From an optimization exercise on the open Yosys and OpenROAD flow, aimed at small area, a short achievable clock period and few clock cycles per item; shortcuts taken in it are not production practice.
The RTL was checked by simulation tests, not by an equivalence proof against the original design.

==> flow/design.v <==
package pfa_pkg;
    localparam int unsigned FIELD_W = 30;
    localparam logic [FIELD_W-1:0] FIELD_PRIME = 30'd998244353;
    localparam logic [1:0] OP_ADD = 2'd0;
    localparam logic [1:0] OP_SUB = 2'd1;
    localparam logic [1:0] OP_MUL = 2'd2;
    localparam logic [1:0] OP_DIV = 2'd3;
endpackage
module pfa_mulmod (
    input  logic [31:0] i_us,
    input  logic [31:0] i_uc,
    input  logic [29:0] i_x,
    input  logic [3:0]  i_d,
    output logic [31:0] o_us,
    output logic [31:0] o_uc
);
    logic [35:0] w_p0, w_p1, w_p2, w_p3, w_p4, w_p5;
    logic [35:0] w_as, w_ac, w_bs, w_bc, w_cs, w_cc, w_ws, w_wc;
    logic [35:0] w_am, w_bm, w_cm, w_dm;
    logic [8:0]  w_t;
    logic [13:0] w_t17;
    logic [6:0]  w_q;
    logic [13:0] w_q119;
    logic [31:0] w_qp_n;
    logic [31:0] w_um;
    function automatic logic [35:0] maj(input logic [35:0] a, input logic [35:0] b,
                                        input logic [35:0] c);
        maj = (a & b) | (a & c) | (b & c);
    endfunction
    assign w_p0 = {i_us, 4'b0};
    assign w_p1 = {i_uc, 4'b0};
    assign w_p2 = 36'(i_x & {30{i_d[0]}});
    assign w_p3 = 36'({i_x & {30{i_d[1]}}, 1'b0});
    assign w_p4 = 36'({i_x & {30{i_d[2]}}, 2'b0});
    assign w_p5 = 36'({i_x & {30{i_d[3]}}, 3'b0});
    assign w_am = maj(w_p0, w_p1, w_p2);
    assign w_as = w_p0 ^ w_p1 ^ w_p2;
    assign w_ac = {w_am[34:0], 1'b0};
    assign w_bm = maj(w_p3, w_p4, w_p5);
    assign w_bs = w_p3 ^ w_p4 ^ w_p5;
    assign w_bc = {w_bm[34:0], 1'b0};
    assign w_cm = maj(w_as, w_ac, w_bs);
    assign w_cs = w_as ^ w_ac ^ w_bs;
    assign w_cc = {w_cm[34:0], 1'b0};
    assign w_dm = maj(w_cs, w_cc, w_bc);
    assign w_ws = w_cs ^ w_cc ^ w_bc;
    assign w_wc = {w_dm[34:0], 1'b0};
    assign w_t    = w_ws[35:27] + w_wc[35:27];
    assign w_t17  = {1'b0, w_t, 4'b0} + 14'(w_t) + 14'd8;
    assign w_q    = (w_t[8:3] == 6'b111111) ? 7'd0 : w_t17[13:7];
    assign w_q119 = 14'(w_q) * 14'd119;
    assign w_qp_n = ~{w_q119[8:0], 16'b0, w_q};
    assign w_um = (w_ws[31:0] & w_wc[31:0]) | (w_ws[31:0] & w_qp_n) | (w_wc[31:0] & w_qp_n);
    assign o_us = w_ws[31:0] ^ w_wc[31:0] ^ w_qp_n;
    assign o_uc = {w_um[30:0], 1'b1};
endmodule
module pfa_dpath (
    input  logic [29:0] i_u,
    input  logic [29:0] i_v,
    input  logic [30:0] i_s1,
    input  logic [29:0] i_s2,
    input  logic        i_pick2,
    output logic        o_sel_u,
    output logic [29:0] o_t,
    output logic [29:0] o_z,
    output logic        o_t_one
);
    logic [29:0] w_g;
    logic [29:0] w_p;
    logic [29:0] w_gg;
    logic [29:0] w_pp;
    logic [29:0] w_s0;
    logic [29:0] w_s1;
    logic        w_ge;
    logic [29:0] w_t;
    logic [4:0]  w_tl;
    logic [2:0]  w_k;
    logic [29:0] w_zs;
    logic [29:0] w_s2s;
    logic [29:0] w_h;
    logic [3:0]  w_lo;
    logic [3:0]  w_m;
    logic [10:0] w_c;
    assign w_g = i_u & ~i_v;
    assign w_p = i_u ^ ~i_v;
    always_comb begin
        logic [29:0] g;
        logic [29:0] p;
        g = w_g;
        p = w_p;
        for (int d = 1; d < 30; d = d * 2) begin
            for (int i = 29; i >= d; i--) begin
                g[i] = g[i] | (p[i] & g[i-d]);
                p[i] = p[i] & p[i-d];
            end
        end
        w_gg = g;
        w_pp = p;
    end
    assign w_s0 = w_p ^ {w_gg[28:0], 1'b0};
    assign w_s1 = w_p ^ {w_gg[28:0] | w_pp[28:0], 1'b1};
    assign w_ge = w_gg[29] | w_pp[29];
    always_comb begin
        if (!i_u[0]) begin
            o_sel_u = 1'b1;
            w_t     = i_u;
            w_tl    = i_u[4:0];
        end else if (!i_v[0]) begin
            o_sel_u = 1'b0;
            w_t     = i_v;
            w_tl    = i_v[4:0];
        end else begin
            o_sel_u = w_ge;
            w_t     = w_ge ? w_s1 : ~w_s0;
            w_tl    = w_s1[4:0];
        end
    end
    always_comb begin
        if (w_tl[1])      w_k = 3'd1;
        else if (w_tl[2]) w_k = 3'd2;
        else if (w_tl[3]) w_k = 3'd3;
        else              w_k = 3'd4;
    end
    always_comb begin
        case (w_k)
            3'd1:    begin o_t = {1'b0, w_t[29:1]}; w_zs = i_s1[30:1];         w_lo = {3'b0, i_s1[0]};
                           w_s2s = {1'b0, i_s2[29:1]}; end
            3'd2:    begin o_t = {2'b0, w_t[29:2]}; w_zs = {1'b0, i_s1[30:2]}; w_lo = {2'b0, i_s1[1:0]};
                           w_s2s = {2'b0, i_s2[29:2]}; end
            3'd3:    begin o_t = {3'b0, w_t[29:3]}; w_zs = {2'b0, i_s1[30:3]}; w_lo = {1'b0, i_s1[2:0]};
                           w_s2s = {3'b0, i_s2[29:3]}; end
            default: begin o_t = {4'b0, w_t[29:4]}; w_zs = {3'b0, i_s1[30:4]}; w_lo = i_s1[3:0];
                           w_s2s = {4'b0, i_s2[29:4]}; end
        endcase
    end
    assign o_t_one = (o_t == 30'd1);
    assign w_m = 4'(-w_lo) & ((4'd1 << w_k) - 4'd1);
    always_comb begin
        case (w_k)
            3'd1:    w_c = 11'(w_m * 11'd952);
            3'd2:    w_c = 11'(w_m * 11'd476);
            3'd3:    w_c = 11'(w_m * 11'd238);
            default: w_c = 11'(w_m * 11'd119);
        endcase
    end
    assign w_h = w_zs + {w_c, 19'b0} + 30'(w_lo != 4'd0);
    assign o_z = (i_pick2 && w_lo == 4'd1) ? w_s2s : w_h;
endmodule
module prime_field_alu (
    input  logic        i_clk,
    input  logic        i_rst_n,
    input  logic        i_in_valid,
    output logic        o_in_ready,
    input  logic [1:0]  i_in_opcode,
    input  logic [29:0] i_in_operand_a,
    input  logic [29:0] i_in_operand_b,
    output logic        o_out_valid,
    input  logic        i_out_ready,
    output logic [29:0] o_out_result
);
    localparam logic [29:0] P = pfa_pkg::FIELD_PRIME;
    logic [31:0] r_1;
    logic [31:0] r_2;
    logic [29:0] r_3;
    logic [29:0] r_4;
    logic [1:0]  r_op;
    logic [2:0]  r_cnt;
    logic        r_busy;
    logic        r_done;
    logic        r_u_one;
    logic [29:0] r_out;
    logic        r_out_v;
    logic        w_is_mul;
    logic        w_is_div;
    logic        w_in_mul;
    logic        w_in_div;
    logic        w_complete;
    logic        w_out_free;
    logic        w_wr_out;
    logic        w_ready;
    logic        w_accept;
    logic        w_mul_step;
    logic        w_div_step;
    logic [29:0] w_a_red;
    logic [29:0] w_b_red;
    logic        w_mask_x;
    logic        w_mask_y;
    logic        w_sub;
    logic        w_mf;
    logic [30:0] w_x;
    logic [30:0] w_y;
    logic [31:0] w_y1;
    logic [31:0] w_k;
    logic [31:0] w_s1;
    logic [31:0] w_s2;
    logic        w_pick2;
    logic [29:0] w_madd;
    logic [31:0] w_us;
    logic [31:0] w_uc;
    logic        w_sel_u;
    logic [29:0] w_t;
    logic [29:0] w_z;
    logic        w_t_one;
    function automatic logic [29:0] reduce(input logic [29:0] v);
        logic lo_zero;
        logic ge;
        lo_zero = (v[22:0] == 23'd0);
        ge      = (v[29:23] > 7'd119) || (v[29:23] == 7'd119 && !lo_zero);
        reduce  = ge ? {7'(v[29:23] - 7'd119 - 7'(lo_zero)), 23'(v[22:0] - 23'd1)} : v;
    endfunction
    assign w_is_mul   = (r_op == pfa_pkg::OP_MUL);
    assign w_is_div   = (r_op == pfa_pkg::OP_DIV);
    assign w_in_mul   = (i_in_opcode == pfa_pkg::OP_MUL);
    assign w_in_div   = (i_in_opcode == pfa_pkg::OP_DIV);
    assign w_complete = r_busy && (!r_op[1] || (w_is_mul && r_cnt == 3'd7) ||
                                   (w_is_div && r_done));
    assign w_out_free = !r_out_v || i_out_ready;
    assign w_wr_out   = w_complete && w_out_free;
    assign w_ready    = !r_busy || w_wr_out;
    assign w_accept   = i_in_valid && w_ready;
    assign w_mul_step = r_busy && w_is_mul && r_cnt != 3'd7;
    assign w_div_step = r_busy && w_is_div && !r_done;
    assign w_a_red = reduce(i_in_operand_a);
    assign w_b_red = reduce(i_in_operand_b);
    always_comb begin
        w_mask_x = 1'b1;
        w_mask_y = 1'b1;
        w_sub    = (r_op == pfa_pkg::OP_SUB);
        w_mf     = w_is_mul;
        if (w_is_div) begin
            if (r_done) begin
                w_mask_x = r_u_one;
                w_mask_y = !r_u_one;
                w_sub    = !r_u_one;
            end else begin
                w_mask_x = !(r_3[0] && !r_4[0]);
                w_mask_y = r_3[0];
            end
        end
    end
    assign w_x   = {r_1[30] & w_mf, r_1[29:0] & {30{w_mask_x}}};
    assign w_y   = {r_2[30] & w_mf, r_2[29:0] & {30{w_mask_y}}};
    assign w_y1  = w_sub ? ~{1'b0, w_y} : {1'b0, w_y};
    assign w_k   = w_sub ? 32'(P) : 32'(-{2'b0, P});
    assign w_s1  = {1'b0, w_x} + w_y1 + 32'(w_sub);
    assign w_s2  = {1'b0, w_x} + w_y1 + w_k + 32'(w_sub);
    assign w_pick2 = w_sub ? w_s1[31] : (w_mf ? (w_s2[31] == w_s1[31]) : !w_s2[31]);
    assign w_madd  = w_pick2 ? w_s2[29:0] : w_s1[29:0];
    pfa_mulmod u_mulmod (
        .i_x  (r_3),
        .i_d  (r_4[27:24]),
        .i_us (r_1),
        .i_uc (r_2),
        .o_us (w_us),
        .o_uc (w_uc)
    );
    pfa_dpath u_gcd (
        .i_u     (r_3),
        .i_v     (r_4),
        .i_s1    (w_s1[30:0]),
        .i_s2    (w_s2[29:0]),
        .i_pick2 (w_pick2),
        .o_sel_u (w_sel_u),
        .o_t     (w_t),
        .o_z     (w_z),
        .o_t_one (w_t_one)
    );
    always_ff @(posedge i_clk) begin
        if (w_accept) begin
            r_1     <= w_in_mul ? 32'(w_a_red & {30{w_b_red[28]}}) : 32'(w_a_red);
            r_2     <= w_in_mul ? 32'({w_a_red & {30{w_b_red[29]}}, 1'b0}) :
                       (w_in_div ? 32'd0 : 32'(w_b_red));
            r_3     <= w_in_div ? w_b_red : w_a_red;
            r_4     <= w_in_div ? P : w_b_red;
            r_op    <= i_in_opcode;
            r_cnt   <= '0;
            r_done  <= (w_b_red[29:1] == 29'd0);
            r_u_one <= w_b_red[0];
        end else if (w_mul_step) begin
            r_1   <= w_us;
            r_2   <= w_uc;
            r_4   <= {r_4[25:0], 4'b0};
            r_cnt <= r_cnt + 3'd1;
        end else if (w_div_step) begin
            if (w_sel_u) begin
                r_3 <= w_t;
                r_1 <= 32'(w_z);
            end else begin
                r_4 <= w_t;
                r_2 <= 32'(w_z);
            end
            r_done  <= w_t_one;
            r_u_one <= w_sel_u;
        end
        if (w_wr_out) begin
            r_out <= w_madd;
        end
    end
    always_ff @(posedge i_clk) begin
        if (!i_rst_n) begin
            r_busy  <= 1'b0;
            r_out_v <= 1'b0;
        end else begin
            if (w_accept) begin
                r_busy <= 1'b1;
            end else if (w_wr_out) begin
                r_busy <= 1'b0;
            end
            if (w_wr_out) begin
                r_out_v <= 1'b1;
            end else if (i_out_ready) begin
                r_out_v <= 1'b0;
            end
        end
    end
    assign o_in_ready   = w_ready;
    assign o_out_valid  = r_out_v;
    assign o_out_result = r_out;
endmodule
==> flow/run.sh <==
#!/bin/bash
# synth_recipe.tcl (not shown) runs the flow's synth.tcl, then flattens the netlist and writes it again
# the make line also repeats each setting of config.mk as NAME=value (left out here)
make -C /OpenROAD-flow-scripts/flow DESIGN_CONFIG=/design/flow/config.mk WORK_HOME=/design/flow/orfs CLKGATE_MAP_FILE= SYNTH_SCRIPT=/design/flow/synth_recipe.tcl finish
==> flow/config.mk <==
export PLATFORM = sky130hd
export DESIGN_NAME = prime_field_alu
export DESIGN_NICKNAME = prime_field_alu
export VERILOG_FILES = /design/flow/design.v
export SDC_FILE = /design/flow/constraint.sdc
export NUM_CORES = 4
export LEC_CHECK = 0
export CAP_MARGIN = 20
export CORE_MARGIN = 2
export CORE_UTILIZATION = 40
export SLEW_MARGIN = 20
==> flow/constraint.sdc <==
create_clock -name core_clock -period 10.0 [get_ports {i_clk}]
set_input_delay 2.0000 -clock core_clock [delete_from_list [all_inputs] [get_ports {i_clk}]]
set_output_delay 2.0000 -clock core_clock [all_outputs]
set_load 0.01 [all_outputs]
==> reports/summary.txt <==
# clock sinks -> 163
synthesized area -> 27300 um^2
EDFF count, synth -> 158
H-tree Lvls -> 4
Area Growth Syn to Fin -> 9.13%
Worst EP arrival -> 9.67 ns
dominant synthesized flop cell -> edfxtp_1
Reg2Reg Launch Point -> r_3[24]$_DFFE_PP_
total gr overflow -> 0
Reg2Reg Depth -> 35
min Tclk post-route -> 9.40 ns
CP Class -> flop to flop
min-delay worst type -> flop to flop
first-pass GRT wire length -> 169000 um
startpoint class of the critical path -> flop
router iterations before antenna repair -> 6
Yosys top cell area share -> 17.4%
CTS Hold Bufs -> 0
die area -> 70500 um^2
largest net degree at the start of global routing -> 64
Rows -> 95
register area share after synthesis -> 17.7%
Synth async-reset ratio -> 0%
Synth cell types -> 103
WL/cell -> 26.6 um
worst-path fanout max -> 6
Max Fclk -> 106 MHz
vias per inst -> 6.38
CTS root buffer -> clkbuf_16
GP Congestion -> 1.05
Final Hold Vio Count -> 0
synth top area cells -> edfxtp_1 (17%), fa_1 (11%), ha_1 (10%)
Tightest Pin Transition -> 1.30 ns
Post-CTS Setup Inserts -> 0
core area -> 67400 um^2
crit end category -> flop
Global Route Usage Sum -> 32.3%
setup violators final -> 0
worst reg2reg path endpoint -> r_1[29]$_DFFE_PP_
layout cells sized above 1 -> 5.04%
status -> no timing/DRC/antenna violations
Final Instance Count excl. Fillers -> 4311
critical path's slowest cell -> fa_1
Initial Util -> 40.6%
Cells after Synth -> 3433
hold wc startpoint -> r_cnt[1]$_SDFFE_PP0P_
Total Wirelength -> 115000 um
Top-Level Pins -> 98
max_slew headroom -> 12.6%
syn_area_per_cell -> 7.96 um^2
area of the multi-input gates -> 20700 um^2
initial antenna violation count -> 5
R2R setup slack -> 0.60 ns
syn nets -> 3870
dpl cells -> 4274
Setup TNS -> 0 ns
Fillers -> 6704
#FFs+latches synth -> 163
top cell type by total area after synthesis -> edfxtp_1
Initial DRC Count -> 3816
register area -> 4840 um^2
Die W -> 265 um
MaxCap Viol Count -> 0
DIE HEIGHT -> 265 um
post_cts resized -> 0
DR vias -> 27518
CTS tree -> yes
dpl hpwl -> 91200 um
WHS Path Cells -> 2
CP max stage delay -> 0.54 ns
Yosys warnings -> 3
cts bufs inserted -> 17
RSZ-0062 raised after global routing -> no
number of routed nets with antenna violations -> 0
clk slew on worst S/H paths -> 0.08 ns
DRC Markers -> 0
WP data required -> 10.27 ns
Final Skew -> 0.0164 ns
Final Max Tran Viols -> 0
Final Cycle Share -> 94.0%
Nets -> 3857
Worst Hold Path EP -> r_cnt[1]$_SDFFE_PP0P_
CTS max path bufs -> 2
worst skew pair latency -> 0.51 ns
vias in the first global route -> 25732
PortBufs -> 97
sequential cells by signal (all words and copies together), names as in the netlist:
signal and cells:
r_1 32, r_2 32, r_3 30, r_4 30, r_busy 1, r_cnt 3
r_done 1, r_op 2, r_out 30, r_out_v 1, r_u_one 1
cells by family (layout without fill, tap and decap cells):
logic type	count (synthesis)	count (layout)	share of synthesized area, %
flops	163	163	17.7
buf+inv	493	493	6.85
compound gates	1044	1044	25.7
xor+xnor	207	207	6.71
other cells	0	5	0
simple gates	1108	1108	20.3
mux	47	47	1.78
fa+ha+maj	371	371	20.9
worst max-delay path: cells and delay by family (launching register included):
kind	cells	cell delay, ns
compound gates	8	1.67
simple gates	5	1.05
buf+inv	7	0.44
fa+ha+maj	12	4.82
xor+xnor	3	0.63
flops	1	0.52
worst max path at each step:
stage / from / end
floorplan: r_4[25]$_DFFE_PP_ / r_1[29]$_DFFE_PP_
global placement: r_3[24]$_DFFE_PP_ / r_1[29]$_DFFE_PP_
detailed placement: r_3[24]$_DFFE_PP_ / r_1[29]$_DFFE_PP_
CTS: r_3[24]$_DFFE_PP_ / r_1[29]$_DFFE_PP_
global route: r_3[24]$_DFFE_PP_ / r_1[29]$_DFFE_PP_
finish: r_3[24]$_DFFE_PP_ / r_1[29]$_DFFE_PP_
metal layers:
layer	vias up	share of wire [%]	routed length [um]	GRT usage, %
met4	6	4.6	5260	12.9
met3	288	13	15500	10.3
li1	12373	-	-	-
met2	1692	40	46400	46.1
met5	-	0.039	45	0
met1	13159	42	47700	44.9
cells in the mapped netlist, types with 11 or more instances:
cell type / number
nand4_1: 48
buf_1: 15
nand3_1: 61
nor4_1: 16
o211ai_1: 53
a31oi_1: 16
a21boi_0: 12
o221ai_1: 53
o22ai_1: 70
nor2b_1: 48
ha_1: 227
a211oi_1: 39
buf_2: 18
and4_1: 17
xor2_1: 83
and3_1: 35
nand2_1: 350
mux2i_1: 36
a21o_1: 79
a22o_1: 11
edfxtp_1: 158
clkbuf_1: 155
xnor2_1: 122
nor3_1: 62
or3_1: 30
and2_1: 132
o31ai_1: 12
o21a_1: 30
o21ai_0: 203
a221oi_1: 20
a22oi_1: 18
o21bai_1: 19
nand2b_1: 28
a21oi_1: 256
fa_1: 144
inv_1: 303
a221o_1: 16
nor2_1: 223
a211o_1: 16
cell type report:
| class | count | area share [%] |
|---|---|---|
| Antenna cell | 5 | 0.0419 |
| Tap cell | 873 | 3.66 |
| Clock buffer | 17 | 1.43 |
| Sequential cell | 163 | 16.2 |
| Timing Repair Buffer | 156 | 4.74 |
| Multi-Input combinational cell | 2777 | 69.4 |
| Inverter | 305 | 3.84 |
| Clock inverter | 15 | 0.637 |
per-stage QoR:
stage | util, % | worst slack [ns] | hold WS (ns) | area (um^2)
floorplan | - | 1.20 | 0.440 | 27300
global placement | 43.3 | 0.704 | 0.451 | 29200
detailed placement | 43.3 | 0.660 | 0.460 | 29200
CTS | 44.2 | 0.633 | 0.470 | 29800
global route | 44.2 | 0.0457 | 0.489 | 29800
finish | 44.3 | 0.596 | 0.477 | 29800
placed cells by master (no fill, tap or decap), types with 79 or more instances in the layout:
cell type,count
edfxtp_1,158
nand2_1,349
xnor2_1,121
nor2_1,220
inv_1,301
fa_1,144
a21oi_1,255
xor2_1,83
and2_1,131
a21o_1,79
o21ai_0,201
ha_1,227
clkdlybuf4s50_1,97
Testbench counts, summed over its fixed seeds: cycles 16,140, items 3,200.

-- what the ideal ports hide --
In the flow no input, the clock included, has a driving cell. The finished layout below was timed again as built, in two steps. Step 1 assumes that a clkbuf_16 drives the clock port and a buf_2 every other input. Step 2 times the ports against the registers' clock, not the clock port: input delays grow and output delays shrink by t, the midpoint of the rising clock arrivals with the driver on. a / b / c = no drivers / after step 1 / after step 2; a / b = the first two.
t (ns): 0.567
setup WS [ns]: 0.596 / 0.596 / 0.596
hold slack, ns: 0.477 / 0.477 / 0.477
worst setup path after step 2: register to register
clock arrival spread, ns: 0.017 / 0.016
After both steps this run still meets setup and hold. For this run, drivers alone change the setup slack by 0.000 ns; drivers and shift together by 0.000 ns.
